Source: an optimization exercise on an open RTL-to-GDS flow (aim: small area, a short achievable clock period and few clock cycles per item). Production flows keep margins and buffers that such runs may drop. Where RTL was checked, it was by simulation tests only, not by an equivalence proof against the original. No activity file was given, so power comes from the tool's default toggle rates.

==> inputs of job 8096 <==
## partition_engine
module partition_engine (
    input  logic        clk,
    input  logic        rst,
    input  logic        cmd_valid,
    output logic        cmd_ready,
    input  logic [7:0]  cmd_op,
    input  logic [31:0] cmd_region,
    input  logic [31:0] cmd_mask,
    input  logic [3:0]  cmd_m1,
    input  logic [3:0]  cmd_m2,
    output logic        rsp_valid,
    input  logic        rsp_ready,
    output logic [2:0]  rsp_status,
    output logic [3:0]  rsp_module_id,
    output logic [4:0]  live_count,
    output logic [15:0] slot_valid,
    output logic        is_structured,
    output logic [11:0] mu_discovery,
    output logic [11:0] mu_execution,
    output logic [11:0] mu_cost,
    output logic        mu_saturated,
    input  logic [3:0]  rd_id,
    output logic [31:0] rd_region
);
    localparam logic [2:0] ST_OK      = 3'd0;
    localparam logic [2:0] ST_FULL    = 3'd1;
    localparam logic [2:0] ST_BAD_ID  = 3'd2;
    localparam logic [2:0] ST_OVERLAP = 3'd3;
    localparam logic [2:0] ST_EMPTY   = 3'd4;
    localparam logic [2:0] ST_ILLEGAL = 3'd5;
    logic [31:0] own_v;
    logic [3:0]  own_id [32];
    logic [11:0] disc_q, exec_q;
    logic [5:0]  inc_disc_q;
    logic [7:0]  inc_exec_q;
  ...
==> module partition_engine, before the edit <==
module partition_engine (
    input  logic        clk,
    input  logic        rst,
    input  logic        cmd_valid,
    output logic        cmd_ready,
    input  logic [7:0]  cmd_op,
    input  logic [31:0] cmd_region,
    input  logic [31:0] cmd_mask,
    input  logic [3:0]  cmd_m1,
    input  logic [3:0]  cmd_m2,
    output logic        rsp_valid,
    input  logic        rsp_ready,
    output logic [2:0]  rsp_status,
    output logic [3:0]  rsp_module_id,
    output logic [4:0]  live_count,
    output logic [15:0] slot_valid,
    output logic        is_structured,
    output logic [11:0] mu_discovery,
    output logic [11:0] mu_execution,
    output logic [11:0] mu_cost,
    output logic        mu_saturated,
    input  logic [3:0]  rd_id,
    output logic [31:0] rd_region
);
    localparam logic [2:0] ST_OK      = 3'd0;
    localparam logic [2:0] ST_FULL    = 3'd1;
    localparam logic [2:0] ST_BAD_ID  = 3'd2;
    localparam logic [2:0] ST_OVERLAP = 3'd3;
    localparam logic [2:0] ST_EMPTY   = 3'd4;
    localparam logic [2:0] ST_ILLEGAL = 3'd5;
    logic [31:0] own_v;
    logic [3:0]  own_id [32];
    logic [11:0] disc_q, exec_q;
    logic [5:0]  inc_disc_q;
    logic [7:0]  inc_exec_q;
    logic        sat_q;
    always_comb begin
        for (int b = 0; b < 32; b++) rd_region[b] = own_v[b] && (own_id[b] == rd_id);
    end
    logic [12:0] disc_sum, exec_sum;
    logic [13:0] cost_sum;
    assign disc_sum     = {1'b0, disc_q} + {7'b0, inc_disc_q};
    assign exec_sum     = {1'b0, exec_q} + {5'b0, inc_exec_q};
    assign cost_sum     = {2'b0, disc_q} + {2'b0, exec_q} + {8'b0, inc_disc_q} + {6'b0, inc_exec_q};
    assign mu_discovery = disc_sum[12] ? 12'hfff : disc_sum[11:0];
    assign mu_execution = exec_sum[12] ? 12'hfff : exec_sum[11:0];
    assign mu_cost      = (cost_sum[13:12] != 2'b00) ? 12'hfff : cost_sum[11:0];
    assign mu_saturated = sat_q | (cost_sum[13:12] != 2'b00);
    logic accept;
    assign cmd_ready = !rsp_valid || rsp_ready;
    assign accept    = cmd_valid && cmd_ready;
    logic op_new, op_split, op_merge, op_acc;
    assign op_new   = (cmd_op == 8'h00);
    assign op_split = (cmd_op == 8'h01);
    assign op_merge = (cmd_op == 8'h02);
    assign op_acc   = (cmd_op == 8'h05);
    logic [3:0] free_id;
    logic       any_free;
    always_comb begin
        free_id  = '0;
        any_free = 1'b0;
        for (int k = 15; k >= 0; k--) begin
            if (!slot_valid[k]) begin
                free_id  = 4'(k);
                any_free = 1'b1;
            end
        end
    end
    logic [3:0]  sel_id;
    logic [31:0] psel;
    assign sel_id = op_merge ? cmd_m2 : cmd_m1;
    always_comb begin
        for (int b = 0; b < 32; b++) psel[b] = own_v[b] && (own_id[b] == sel_id);
    end
    logic overlap, region_zero, split_lo, split_hi, m1_live, m2_live;
    assign overlap     = |(cmd_region & own_v);
    assign region_zero = (cmd_region == '0);
    assign split_lo    = |(psel & cmd_mask);
    assign split_hi    = |(psel & ~cmd_mask);
    assign m1_live     = slot_valid[cmd_m1];
    assign m2_live     = slot_valid[cmd_m2];
    logic new_ok, split_ok, merge_ok;
    logic [2:0] status;
    always_comb begin
        status = ST_OK;
        if (op_new) begin
            if (region_zero)    status = ST_EMPTY;
            else if (overlap)   status = ST_OVERLAP;
            else if (!any_free) status = ST_FULL;
        end else if (op_split) begin
            if (!m1_live)                    status = ST_BAD_ID;
            else if (!any_free)              status = ST_FULL;
            else if (!split_lo || !split_hi) status = ST_EMPTY;
        end else if (op_merge) begin
            if (!m1_live || !m2_live || (cmd_m1 == cmd_m2)) status = ST_BAD_ID;
        end else if (!op_acc) begin
            status = ST_ILLEGAL;
        end
    end
    assign new_ok   = op_new && !region_zero && !overlap && any_free;
    assign split_ok = op_split && m1_live && any_free && split_lo && split_hi;
    assign merge_ok = op_merge && m1_live && m2_live && (cmd_m1 != cmd_m2);
    logic [5:0] pop;
    logic [7:0] inc_exec;
    always_comb begin
        pop = '0;
        for (int b = 0; b < 32; b++) pop = pop + 6'(cmd_region[b]);
    end
    always_comb begin
        inc_exec = '0;
        if (split_ok)      inc_exec = 8'd32;
        else if (merge_ok) inc_exec = 8'd4;
        else if (op_acc)   inc_exec = {live_count, 3'b000};
    end
    always_ff @(posedge clk or posedge rst) begin
        if (rst) begin
            rsp_valid     <= 1'b0;
            live_count    <= '0;
            slot_valid    <= '0;
            is_structured <= 1'b0;
            disc_q        <= '0;
            exec_q        <= '0;
            inc_disc_q    <= '0;
            inc_exec_q    <= '0;
            sat_q         <= 1'b0;
            own_v         <= '0;
        end else begin
            if (cmd_ready) rsp_valid <= cmd_valid;
            if (accept) begin
                if (new_ok || split_ok) begin
                    live_count          <= live_count + 5'd1;
                    slot_valid[free_id] <= 1'b1;
                end
                if (merge_ok) begin
                    live_count          <= live_count - 5'd1;
                    slot_valid[cmd_m2]  <= 1'b0;
                end
                if (op_acc) is_structured <= (live_count >= 5'd2);
                if (new_ok) own_v <= own_v | cmd_region;
                disc_q     <= mu_discovery;
                exec_q     <= mu_execution;
                sat_q      <= mu_saturated;
                inc_disc_q <= new_ok ? pop : 6'd0;
                inc_exec_q <= inc_exec;
            end
        end
    end
    always_ff @(posedge clk) begin
        if (accept) begin
            rsp_status    <= status;
            rsp_module_id <= merge_ok ? cmd_m1 : ((new_ok || split_ok) ? free_id : 4'd0);
            for (int b = 0; b < 32; b++) begin
                if ((new_ok && cmd_region[b]) || (split_ok && psel[b] && cmd_mask[b]))
                    own_id[b] <= free_id;
                else if (merge_ok && psel[b])
                    own_id[b] <= cmd_m1;
            end
        end
    end
endmodule
clock: 10.0 ns
lec_check: 0
cap_margin: 20
cell_pad_in_sites_detail_placement: 2
cell_pad_in_sites_global_placement: 4
core_margin: 2
core_utilization: 30
place_density: 0.4
slew_margin: 20
run.sh (not shown) runs the stock make flow with config.mk's settings and CLKGATE_MAP_FILE= SYNTH_SCRIPT=/design/flow/synth_recipe.tcl, a recipe that flattens the netlist after the stock synthesis.
==> inputs of job 4593, as changes to job 8096 <==
--- a/flow/design.v
+++ b/flow/design.v
@@ -30,22 +30,16 @@
     localparam logic [2:0] ST_ILLEGAL = 3'd5;
     logic [31:0] own_v;
     logic [3:0]  own_id [32];
-    logic [11:0] disc_q, exec_q;
-    logic [5:0]  inc_disc_q;
-    logic [7:0]  inc_exec_q;
-    logic        sat_q;
+    logic [5:0] disc_q;
+    logic       sat_q;
     always_comb begin
         for (int b = 0; b < 32; b++) rd_region[b] = own_v[b] && (own_id[b] == rd_id);
     end
-    logic [12:0] disc_sum, exec_sum;
-    logic [13:0] cost_sum;
-    assign disc_sum     = {1'b0, disc_q} + {7'b0, inc_disc_q};
-    assign exec_sum     = {1'b0, exec_q} + {5'b0, inc_exec_q};
-    assign cost_sum     = {2'b0, disc_q} + {2'b0, exec_q} + {8'b0, inc_disc_q} + {6'b0, inc_exec_q};
-    assign mu_discovery = disc_sum[12] ? 12'hfff : disc_sum[11:0];
-    assign mu_execution = exec_sum[12] ? 12'hfff : exec_sum[11:0];
-    assign mu_cost      = (cost_sum[13:12] != 2'b00) ? 12'hfff : cost_sum[11:0];
-    assign mu_saturated = sat_q | (cost_sum[13:12] != 2'b00);
+    logic [12:0] cost_sum;
+    assign mu_discovery = {6'b0, disc_q};
+    assign cost_sum     = {1'b0, mu_discovery} + {1'b0, mu_execution};
+    assign mu_cost      = cost_sum[12] ? 12'hfff : cost_sum[11:0];
+    assign mu_saturated = sat_q | cost_sum[12];
     logic accept;
     assign cmd_ready = !rsp_valid || rsp_ready;
     assign accept    = cmd_valid && cmd_ready;
@@ -68,7 +62,7 @@
     end
     logic [3:0]  sel_id;
     logic [31:0] psel;
-    assign sel_id = op_merge ? cmd_m2 : cmd_m1;
+    assign sel_id = cmd_op[1] ? cmd_m2 : cmd_m1;
     always_comb begin
         for (int b = 0; b < 32; b++) psel[b] = own_v[b] && (own_id[b] == sel_id);
     end
@@ -100,18 +94,35 @@
     assign new_ok   = op_new && !region_zero && !overlap && any_free;
     assign split_ok = op_split && m1_live && any_free && split_lo && split_hi;
     assign merge_ok = op_merge && m1_live && m2_live && (cmd_m1 != cmd_m2);
-    logic [5:0] pop;
-    logic [7:0] inc_exec;
+    logic        do_new, do_split, do_merge, do_acc, do_add;
+    logic [15:0] free_oh, m2_oh;
+    logic [5:0]  pop;
+    logic [4:0]  live_inc, live_dec;
+    logic [7:0]  inc_exec;
+    logic [12:0] exec_sum;
+    logic        do_exec;
+    assign do_new   = accept && new_ok;
+    assign do_split = accept && split_ok;
+    assign do_merge = accept && merge_ok;
+    assign do_acc   = accept && op_acc;
+    assign do_add   = do_new || do_split;
     always_comb begin
+        for (int k = 0; k < 16; k++) begin
+            free_oh[k] = do_add && (free_id == 4'(k));
+            m2_oh[k]   = do_merge && (cmd_m2 == 4'(k));
+        end
         pop = '0;
-        for (int b = 0; b < 32; b++) pop = pop + 6'(cmd_region[b]);
+        for (int b = 0; b < 32; b++) pop = pop + 6'(own_v[b] || cmd_region[b]);
     end
+    assign live_inc = live_count + 5'd1;
+    assign live_dec = live_count - 5'd1;
     always_comb begin
-        inc_exec = '0;
-        if (split_ok)      inc_exec = 8'd32;
-        else if (merge_ok) inc_exec = 8'd4;
-        else if (op_acc)   inc_exec = {live_count, 3'b000};
+        if (cmd_op[2])      inc_exec = {live_count, 3'b000};
+        else if (cmd_op[1]) inc_exec = 8'd4;
+        else                inc_exec = 8'd32;
     end
+    assign exec_sum = {{1'b0, mu_execution[11:2]} + {5'b0, inc_exec[7:2]}, mu_execution[1:0]};
+    assign do_exec  = do_split || do_merge || do_acc;
     always_ff @(posedge clk or posedge rst) begin
         if (rst) begin
             rsp_valid     <= 1'b0;
@@ -119,42 +130,32 @@
             slot_valid    <= '0;
             is_structured <= 1'b0;
             disc_q        <= '0;
-            exec_q        <= '0;
-            inc_disc_q    <= '0;
-            inc_exec_q    <= '0;
+            mu_execution  <= '0;
             sat_q         <= 1'b0;
             own_v         <= '0;
         end else begin
             if (cmd_ready) rsp_valid <= cmd_valid;
-            if (accept) begin
-                if (new_ok || split_ok) begin
-                    live_count          <= live_count + 5'd1;
-                    slot_valid[free_id] <= 1'b1;
-                end
-                if (merge_ok) begin
-                    live_count          <= live_count - 5'd1;
-                    slot_valid[cmd_m2]  <= 1'b0;
-                end
-                if (op_acc) is_structured <= (live_count >= 5'd2);
-                if (new_ok) own_v <= own_v | cmd_region;
-                disc_q     <= mu_discovery;
-                exec_q     <= mu_execution;
-                sat_q      <= mu_saturated;
-                inc_disc_q <= new_ok ? pop : 6'd0;
-                inc_exec_q <= inc_exec;
-            end
+            if (do_add)        live_count <= live_inc;
+            else if (do_merge) live_count <= live_dec;
+            slot_valid   <= (slot_valid | free_oh) & ~m2_oh;
+            if (do_acc) is_structured <= (live_count >= 5'd2);
+            own_v        <= own_v | (cmd_region & {32{do_new}});
+            if (do_new) disc_q <= pop;
+            if (do_exec) mu_execution <= exec_sum[12] ? 12'hfff : exec_sum[11:0];
+            sat_q        <= sat_q | (do_exec && exec_sum[12]);
         end
     end
+    logic [3:0]  wr_id;
+    logic [31:0] wr;
+    assign wr_id = op_merge ? cmd_m1 : free_id;
+    assign wr    = (cmd_region & {32{do_new}}) | (psel & ((cmd_mask & {32{do_split}}) | {32{do_merge}}));
     always_ff @(posedge clk) begin
         if (accept) begin
             rsp_status    <= status;
-            rsp_module_id <= merge_ok ? cmd_m1 : ((new_ok || split_ok) ? free_id : 4'd0);
-            for (int b = 0; b < 32; b++) begin
-                if ((new_ok && cmd_region[b]) || (split_ok && psel[b] && cmd_mask[b]))
-                    own_id[b] <= free_id;
-                else if (merge_ok && psel[b])
-                    own_id[b] <= cmd_m1;
-            end
+            rsp_module_id <= (merge_ok || new_ok || split_ok) ? wr_id : 4'd0;
+        end
+        for (int b = 0; b < 32; b++) begin
+            if (wr[b]) own_id[b] <= wr_id;
         end
     end
 endmodule
==> flow/flow/run.sh (new file) <==
#!/bin/bash
# Standard layout with two changes: plain buffers (not delay cells) on the ports, and
# no full-adder cell extraction in synthesis (adders are left to ABC's gate mapping).
export BUFFER_PORTS_ARGS="-buffer_cell sky130_fd_sc_hd__buf_2"
export ADDER_MAP_FILE=
bash standard.sh > standard.log 2>&1
==> flow/standard.sh (new file) <==
#!/bin/bash
# synth_recipe.tcl (not shown) runs the flow's synth.tcl, then flattens the netlist and writes it again
# the make line also repeats each setting of config.mk as NAME=value (left out here)
make -C /OpenROAD-flow-scripts/flow DESIGN_CONFIG=/design/flow/config.mk WORK_HOME=/design/flow/orfs CLKGATE_MAP_FILE= SYNTH_SCRIPT=/design/flow/synth_recipe.tcl "${@:-finish}"
- CELL_PAD_IN_SITES_DETAIL_PLACEMENT: 2 -> 1
- CELL_PAD_IN_SITES_GLOBAL_PLACEMENT: 4 -> 2
- CORE_UTILIZATION: 30 -> 40
- CTS_BUF_LIST: default -> sky130_fd_sc_hd__clkbuf_8 sky130_fd_sc_hd__clkbuf_16
- CTS_CLUSTER_DIAMETER: default -> 100
- CTS_CLUSTER_SIZE: default -> 30
- PLACE_DENSITY: 0.4 -> 0.55
- SETUP_SLACK_MARGIN: default -> 5.0
removed: flow/run.sh
==> inputs of job 9144, as changes to job 8096 <==
--- a/flow/design.v
+++ b/flow/design.v
@@ -30,22 +30,16 @@
     localparam logic [2:0] ST_ILLEGAL = 3'd5;
     logic [31:0] own_v;
     logic [3:0]  own_id [32];
-    logic [11:0] disc_q, exec_q;
-    logic [5:0]  inc_disc_q;
-    logic [7:0]  inc_exec_q;
-    logic        sat_q;
+    logic [5:0] disc_q;
+    logic       sat_q;
     always_comb begin
         for (int b = 0; b < 32; b++) rd_region[b] = own_v[b] && (own_id[b] == rd_id);
     end
-    logic [12:0] disc_sum, exec_sum;
-    logic [13:0] cost_sum;
-    assign disc_sum     = {1'b0, disc_q} + {7'b0, inc_disc_q};
-    assign exec_sum     = {1'b0, exec_q} + {5'b0, inc_exec_q};
-    assign cost_sum     = {2'b0, disc_q} + {2'b0, exec_q} + {8'b0, inc_disc_q} + {6'b0, inc_exec_q};
-    assign mu_discovery = disc_sum[12] ? 12'hfff : disc_sum[11:0];
-    assign mu_execution = exec_sum[12] ? 12'hfff : exec_sum[11:0];
-    assign mu_cost      = (cost_sum[13:12] != 2'b00) ? 12'hfff : cost_sum[11:0];
-    assign mu_saturated = sat_q | (cost_sum[13:12] != 2'b00);
+    logic [12:0] cost_sum;
+    assign mu_discovery = {6'b0, disc_q};
+    assign cost_sum     = {7'b0, disc_q} + {1'b0, mu_execution};
+    assign mu_cost      = cost_sum[12] ? 12'hfff : cost_sum[11:0];
+    assign mu_saturated = sat_q | cost_sum[12];
     logic accept;
     assign cmd_ready = !rsp_valid || rsp_ready;
     assign accept    = cmd_valid && cmd_ready;
@@ -100,8 +94,9 @@
     assign new_ok   = op_new && !region_zero && !overlap && any_free;
     assign split_ok = op_split && m1_live && any_free && split_lo && split_hi;
     assign merge_ok = op_merge && m1_live && m2_live && (cmd_m1 != cmd_m2);
-    logic [5:0] pop;
-    logic [7:0] inc_exec;
+    logic [5:0]  pop;
+    logic [7:0]  inc_exec;
+    logic [12:0] exec_sum;
     always_comb begin
         pop = '0;
         for (int b = 0; b < 32; b++) pop = pop + 6'(cmd_region[b]);
@@ -112,6 +107,7 @@
         else if (merge_ok) inc_exec = 8'd4;
         else if (op_acc)   inc_exec = {live_count, 3'b000};
     end
+    assign exec_sum = {1'b0, mu_execution} + {5'b0, inc_exec};
     always_ff @(posedge clk or posedge rst) begin
         if (rst) begin
             rsp_valid     <= 1'b0;
@@ -119,9 +115,7 @@
             slot_valid    <= '0;
             is_structured <= 1'b0;
             disc_q        <= '0;
-            exec_q        <= '0;
-            inc_disc_q    <= '0;
-            inc_exec_q    <= '0;
+            mu_execution  <= '0;
             sat_q         <= 1'b0;
             own_v         <= '0;
         end else begin
@@ -136,12 +130,12 @@
                     slot_valid[cmd_m2]  <= 1'b0;
                 end
                 if (op_acc) is_structured <= (live_count >= 5'd2);
-                if (new_ok) own_v <= own_v | cmd_region;
-                disc_q     <= mu_discovery;
-                exec_q     <= mu_execution;
-                sat_q      <= mu_saturated;
-                inc_disc_q <= new_ok ? pop : 6'd0;
-                inc_exec_q <= inc_exec;
+                if (new_ok) begin
+                    own_v  <= own_v | cmd_region;
+                    disc_q <= disc_q + pop;
+                end
+                mu_execution <= exec_sum[12] ? 12'hfff : exec_sum[11:0];
+                sat_q        <= sat_q | exec_sum[12];
             end
         end
     end
- ABC_AREA: default -> 1
- CELL_PAD_IN_SITES_DETAIL_PLACEMENT: 2 -> 1
- CELL_PAD_IN_SITES_GLOBAL_PLACEMENT: 4 -> 2
- CORE_UTILIZATION: 30 -> 40
- PLACE_DENSITY: 0.4 -> 0.55
- SETUP_SLACK_MARGIN: default -> 4.7
==> qor summary <==
quantity	job 8096	job 9144	job 4593
Post-synthesis instance area	18820 um2	16710 um2	13420 um2
Inserted Clock Buffers	31	28	13
Met1 GRT Util	0.3553	0.4794	0.4228
Outcome	finished clean	finished clean	finished clean
Non-CTS inverters	97	326	25
Type of element capturing the critical path	output port	flop	output port
Post-synth top area share	0.2154	0.2426	0.3020
Critical Path Source	disc_q[2]	cmd_region[5]	rd_id[1]
Area occupied by registers	6356 um2	5883 um2	5882 um2
Power Clock	1060 uW	953 uW	643 uW
Setup slack on the worst flop-to-flop path	5.13 ns	5.36 ns	5.98 ns
Worst Setup Slack, final	2.108 ns	3.750 ns	4.745 ns
Post-Synth XOR/XNOR Area	0.1727	0.02831	0.2230
Testbench counts of job 4593, summed over its fixed seeds: cycles 4,832, items 4,800.
Testbench counts of job 9144, summed over its fixed seeds: cycles 4,832, items 4,800.
For job 8096, only the layout was checked, not whether the RTL still works.

==> re-timing with driven ports <==
Ports are ideal in the flow. The routed layouts listed here were re-timed in OpenROAD.
Step 1 (the two cells are an assumption about what drives the block):
set clk [get_ports {clk}]
set_driving_cell -lib_cell sky130_fd_sc_hd__clkbuf_16 $clk
set_driving_cell -lib_cell sky130_fd_sc_hd__buf_2 [delete_from_list [all_inputs] $clk]
Step 2 also shifts input and output timing later by t, the mid clock arrival at the registers, as if the neighbouring blocks saw the same clock.
Slacks: no drivers / after step 1 / after step 2; pairs: no drivers / after step 1.
run | shift t [ns] | setup slack, ns | worst register clock-pin slew, ns
job 8096 | 0.655 | 2.108 / 2.044 / 1.802 | 0.06 / 0.06
job 4593 | 0.553 | 4.745 / 4.704 / 4.378 | 0.12 / 0.12
job 9144 | 0.635 | 3.750 / 3.722 / 3.087 | 0.06 / 0.06
After both steps setup and hold are still met in every run listed. For job 9144, which loses most, drivers alone change the setup slack by -0.028 ns; drivers and shift together by -0.663 ns.
